Context: an optimization exercise on an open-source flow, tuned for small area, a short achievable clock period and few clock cycles. The choices shown serve that exercise and are no tape-out recipe.
Only simulation tests tie the RTL to the original design; equivalence was not proved.
Power figures rest on the tool's default switching activity, not on a simulated workload.

JK:
==> flow/design.v <==
`default_nettype none
package tsp_pkg;
	localparam logic [7:0] char_cr = 8'h0d;
	localparam logic [7:0] char_lf = 8'h0a;
	localparam logic [7:0] char_zero = 8'h30;
	localparam logic [7:0] char_nine = 8'h39;
	localparam logic [7:0] char_d = 8'h44;
	localparam logic [7:0] char_n = 8'h4e;
	localparam logic [7:0] char_e = 8'h45;
	localparam logic [7:0] char_o = 8'h4f;
	typedef enum logic [1:0] {
		ps_prolog      = 2'd0,
		ps_coordinates = 2'd1,
		ps_busy        = 2'd2
	} parse_state_t;
	localparam int coord_bits_default = 16;
	localparam int node_addr_bits_default = 4;
endpackage
`default_nettype wire
`timescale 1ns/10ps
`default_nettype none
module tsp_top #(
	parameter int coord_bits = tsp_pkg::coord_bits_default,
	parameter int node_addr_bits = tsp_pkg::node_addr_bits_default
) (
	input  wire                                clk,
	input  wire                                rst,
	input  wire  [7:0]                         specdata,
	input  wire                                has_specdata,
	output logic                               ready_to_read,
	output logic [coord_bits+node_addr_bits:0] tour_length,
	output logic                               tour_valid
);
	localparam int len_bits = coord_bits + node_addr_bits + 1;
	localparam int lo_bits = 11;
	localparam int hi_bits = len_bits - lo_bits;
	localparam logic [2:0] st_hdr_start = 3'd0;  
	localparam logic [2:0] st_hdr_n     = 3'd1;  
	localparam logic [2:0] st_hdr_skip  = 3'd2;  
	localparam logic [2:0] st_hdr_no    = 3'd3;  
	localparam logic [2:0] st_coord     = 3'd4;  
	localparam logic [2:0] st_eof       = 3'd5;  
	logic take;
	logic b_v;          
	logic b_digit;
	logic b_cr;
	logic b_n;
	logic b_o;
	logic b_e;
	logic [3:0] b_d;
	assign take = has_specdata & ready_to_read;
	always_ff @(posedge clk) begin
		if (rst) begin
			ready_to_read <= 1'b0;
			b_v <= 1'b0;
		end else begin
			ready_to_read <= 1'b1;
			b_v <= take && specdata != tsp_pkg::char_lf;
		end
	end
	always_ff @(posedge clk) begin
		b_digit <= (specdata >= tsp_pkg::char_zero) && (specdata <= tsp_pkg::char_nine);
		b_cr <= specdata == tsp_pkg::char_cr;
		b_n <= specdata == tsp_pkg::char_n;
		b_o <= specdata == tsp_pkg::char_o;
		b_e <= specdata == tsp_pkg::char_e;
		b_d <= specdata[3:0];
	end
	logic [2:0] state;
	logic in_num;
	logic [1:0] field_cnt;
	logic first;
	logic [2:0] seq;
	logic close_x;
	logic close_y;
	logic [coord_bits-1:0] acc_s;
	logic [coord_bits-1:0] acc_c;
	logic [coord_bits-1:0] r;
	logic [coord_bits-1:0] fa;
	logic [coord_bits-1:0] fb;
	logic digit;
	logic field_close;
	logic data_leg;
	logic leg;
	logic eof_cr;
	logic in_num_next;
	logic [coord_bits-1:0] row1_a, row1_b, row1_c, row1_s, row1_k;
	logic [coord_bits-1:0] row2_c, row2_s, row2_k;
	assign row1_a = {acc_s[coord_bits-2:0], 1'b0};
	assign row1_b = {acc_c[coord_bits-2:0], 1'b0};
	assign row1_c = {acc_s[coord_bits-4:0], b_d[2:0]};
	assign row1_s = row1_a ^ row1_b ^ row1_c;
	assign row1_k = {(row1_a[coord_bits-2:0] & row1_b[coord_bits-2:0]) |
		(row1_a[coord_bits-2:0] & row1_c[coord_bits-2:0]) |
		(row1_b[coord_bits-2:0] & row1_c[coord_bits-2:0]), 1'b0};
	assign row2_c = {acc_c[coord_bits-4:1], b_d[3], 3'b000};
	assign row2_s = row1_s ^ row1_k ^ row2_c;
	assign row2_k = {(row1_s[coord_bits-2:0] & row1_k[coord_bits-2:0]) |
		(row1_s[coord_bits-2:0] & row2_c[coord_bits-2:0]) |
		(row1_k[coord_bits-2:0] & row2_c[coord_bits-2:0]), 1'b0};
	assign digit = b_v && b_digit && state == st_coord;
	assign field_close = b_v && !b_digit && in_num;
	assign data_leg = state == st_coord && field_close && field_cnt != 2'd0;
	assign close_x = seq == 3'd2;
	assign close_y = seq == 3'd3;
	assign leg = data_leg || close_x || close_y;
	assign eof_cr = state == st_eof && b_v && b_cr;
	assign in_num_next = b_v ? digit : in_num;
	always_ff @(posedge clk) begin
		if (rst) begin
			state <= st_hdr_start;
			in_num <= 1'b0;
			field_cnt <= '0;
			first <= 1'b1;
			seq <= '0;
		end else begin
			in_num <= in_num_next;
			if (eof_cr)
				seq <= 3'd1;
			else if (seq == 3'd6)
				seq <= '0;
			else if (seq != '0)
				seq <= seq + 3'd1;
			if (close_y)
				first <= 1'b1;
			else if (data_leg && field_cnt == 2'd2)
				first <= 1'b0;
			if (b_v) begin
				if (field_close)
					field_cnt <= field_cnt + 2'd1;
				if (b_cr)
					field_cnt <= '0;
				case (state)
					st_hdr_start:
						if (b_cr)
							state <= st_hdr_start;
						else if (b_n)
							state <= st_hdr_n;
						else
							state <= st_hdr_skip;
					st_hdr_n:
						if (b_cr)
							state <= st_hdr_start;
						else if (b_o)
							state <= st_hdr_no;
						else
							state <= st_hdr_skip;
					st_hdr_skip:
						if (b_cr)
							state <= st_hdr_start;
					st_hdr_no:
						if (b_cr)
							state <= st_coord;
					st_coord:
						if (b_e)
							state <= st_eof;
					default:
						if (b_cr)
							state <= st_hdr_start;
				endcase
			end
		end
	end
	always_ff @(posedge clk) begin
		if (digit) begin
			acc_s <= row2_s;
			acc_c <= row2_k;
		end else if (!in_num_next) begin
			acc_s <= (seq == 3'd1 || close_x) ? fa : '0;
			acc_c <= '0;
		end
		r <= acc_s + acc_c;
	end
	logic leg2;
	logic first2;
	logic [coord_bits-1:0] pa;
	logic [coord_bits-1:0] pb;
	logic [coord_bits:0] diff;
	always_ff @(posedge clk) begin
		if (rst)
			leg2 <= 1'b0;
		else
			leg2 <= leg;
	end
	always_ff @(posedge clk) begin
		first2 <= first && data_leg;
		if (leg2) begin
			pa <= pb;
			pb <= r;
		end
		if (first2)
			fb <= r;
		if (first2 || seq == 3'd1)
			fa <= fb;
	end
	assign diff = {1'b0, r} - {1'b0, pa};
	logic [coord_bits-1:0] mag;
	logic neg;
	logic leg3;
	logic zero3;
	logic carry;
	logic [lo_bits-1:0] total_lo;
	logic [hi_bits-1:0] total_hi;
	logic [lo_bits:0] sum_lo;
	always_ff @(posedge clk) begin
		if (rst) begin
			leg3 <= 1'b0;
			tour_valid <= 1'b0;
		end else begin
			leg3 <= leg2;
			tour_valid <= seq == 3'd6;
		end
	end
	always_ff @(posedge clk) begin
		mag <= diff[coord_bits-1:0] ^ {coord_bits{diff[coord_bits]}};
		neg <= diff[coord_bits];
		zero3 <= first2;
	end
	logic [lo_bits+1:0] sum_lo_x;
	logic [hi_bits:0] sum_hi_x;
	assign sum_lo_x = {1'b0, total_lo, 1'b1} + {1'b0, mag[lo_bits-1:0], neg};
	assign sum_lo = sum_lo_x[lo_bits+1:1];
	assign sum_hi_x = {total_hi, 1'b1} + {(leg3 ? hi_bits'(mag[coord_bits-1:lo_bits]) : '0), carry};
	always_ff @(posedge clk) begin
		if (leg3 && zero3) begin
			total_lo <= '0;
			total_hi <= '0;
			carry <= 1'b0;
		end else begin
			if (leg3)
				total_lo <= sum_lo[lo_bits-1:0];
			carry <= leg3 && sum_lo[lo_bits];
			total_hi <= sum_hi_x[hi_bits:1];
		end
	end
	assign tour_length = {total_hi, total_lo};
endmodule
`default_nettype wire
clock: 5.0 ns
lec_check: 0
abc_area: 1
cap_margin: 20
core_margin: 2
core_utilization: 50
setup_slack_margin: 3.0
slew_margin: 20
standard.sh (not shown) runs the stock make flow with config.mk's settings and CLKGATE_MAP_FILE= SYNTH_SCRIPT=/design/flow/synth_recipe.tcl, a recipe that flattens the netlist after the stock synthesis.
==> flow/flow/run.sh <==
#!/bin/bash
# Layout flow: the standard ORFS flow (standard.sh) with these changes:
#  - synthesis maps adders with ABC like the rest of the logic instead of
#    extracting them into the library's full/half-adder cells, which are slow
#    (ADDER_MAP_FILE empty; registers and their names are unchanged);
#  - the port buffers inserted during global placement are
#    sky130_fd_sc_hd__buf_2 instead of the delay-cell buffers buffer_ports
#    picks by default;
#  - clock tree synthesis uses a clkbuf_16 root buffer and clkbuf_8 for the
#    rest of the tree (the same arguments as the standard flow otherwise).
set -euo pipefail
export ADDER_MAP_FILE=
export BUFFER_PORTS_ARGS="-buffer_cell sky130_fd_sc_hd__buf_2"
export CTS_ARGS="-sink_clustering_enable -repair_clock_nets -root_buf sky130_fd_sc_hd__clkbuf_16 -buf_list {sky130_fd_sc_hd__clkbuf_8}"
bash standard.sh > standard_flow.log 2>&1
Testbench counts of JK, summed over its fixed seeds: cycles 19,615.
Edits applied to the flow inputs when going from JK to MS:
-- flow/design.v --
<<< JK, line 74
	logic close_x;
	logic close_y;
	logic [coord_bits-1:0] acc_s;
	logic [coord_bits-1:0] acc_c;
	logic [coord_bits-1:0] r;
	logic [coord_bits-1:0] fa;
>>> MS, line 74
	logic close_x;
	logic close_y;
	logic [7:0] acc_lo;
	logic [7:0] acc_hi;
	logic [3:0] acc_k;
	logic [coord_bits-1:0] r;
	logic [coord_bits-1:0] fa;
<<< JK, line 85
	logic eof_cr;
	logic in_num_next;
	logic [coord_bits-1:0] row1_a, row1_b, row1_c, row1_s, row1_k;
	logic [coord_bits-1:0] row2_c, row2_s, row2_k;
	assign row1_a = {acc_s[coord_bits-2:0], 1'b0};
	assign row1_b = {acc_c[coord_bits-2:0], 1'b0};
	assign row1_c = {acc_s[coord_bits-4:0], b_d[2:0]};
	assign row1_s = row1_a ^ row1_b ^ row1_c;
	assign row1_k = {(row1_a[coord_bits-2:0] & row1_b[coord_bits-2:0]) |
		(row1_a[coord_bits-2:0] & row1_c[coord_bits-2:0]) |
		(row1_b[coord_bits-2:0] & row1_c[coord_bits-2:0]), 1'b0};
	assign row2_c = {acc_c[coord_bits-4:1], b_d[3], 3'b000};
	assign row2_s = row1_s ^ row1_k ^ row2_c;
	assign row2_k = {(row1_s[coord_bits-2:0] & row1_k[coord_bits-2:0]) |
		(row1_s[coord_bits-2:0] & row2_c[coord_bits-2:0]) |
		(row1_k[coord_bits-2:0] & row2_c[coord_bits-2:0]), 1'b0};
	assign digit = b_v && b_digit && state == st_coord;
	assign field_close = b_v && !b_digit && in_num;
>>> MS, line 86
	logic eof_cr;
	logic in_num_next;
	logic [11:0] lo_next;
	logic [7:0] hk;
	logic [7:0] hi_next;
	assign lo_next = {acc_lo, 3'b000} + {3'b000, acc_lo, 1'b0} + 12'(b_d);
	assign hk = acc_hi + 8'(acc_k);
	assign hi_next = {hk[4:0], 3'b000} + {hk[6:0], 1'b0};
	assign digit = b_v && b_digit && state == st_coord;
	assign field_close = b_v && !b_digit && in_num;
<<< JK, line 164
	always_ff @(posedge clk) begin
		if (digit) begin
			acc_s <= row2_s;
			acc_c <= row2_k;
		end else if (!in_num_next) begin
			acc_s <= (seq == 3'd1 || close_x) ? fa : '0;
			acc_c <= '0;
		end
		r <= acc_s + acc_c;
	end
	logic leg2;
>>> MS, line 157
	always_ff @(posedge clk) begin
		if (digit) begin
			acc_lo <= lo_next[7:0];
			acc_k <= lo_next[11:8];
			acc_hi <= hi_next;
		end else if (!in_num_next) begin
			{acc_hi, acc_lo} <= (seq == 3'd1 || close_x) ? fa : '0;
			acc_k <= '0;
		end
		r <= {hk, acc_lo};
	end
	logic leg2;
Results
[compare] base=JK new=MS: post-synthesis compound-gate area fraction climbed 1.8 points; synthesis-to-layout area growth climbed 3.0 points; design area dropped 760 um2. | sequential power | lower: MS |. Via count of the first global-routing pass, JK and MS: higher on JK.
Testbench counts of MS, summed over its fixed seeds: cycles 19,615.

## what the ideal ports hide
The results above use ideal ports. As a check the final layouts listed here were re-extracted and re-timed, cells and wires unchanged.
Step 1 assumes that a clkbuf_16 drives the clock port and a buf_2 every other input.
Step 2, shift: input delay + t, output delay - t, t = (earliest + latest rising clock arrival at the registers) / 2. This alone moves slack from input paths to output paths.
a / b / c = no drivers / after step 1 / after step 2; a / b = the first two.
run	t (ns)	setup WS [ns]	hold slack, ns	worst setup path at the end
JK	0.422	3.071 / 3.028 / 3.184	0.423 / 0.423 / 0.423	input to register
MS	0.415	3.078 / 3.037 / 3.097	0.418 / 0.418 / 0.418	register to register
After both steps every run listed still meets setup and hold.
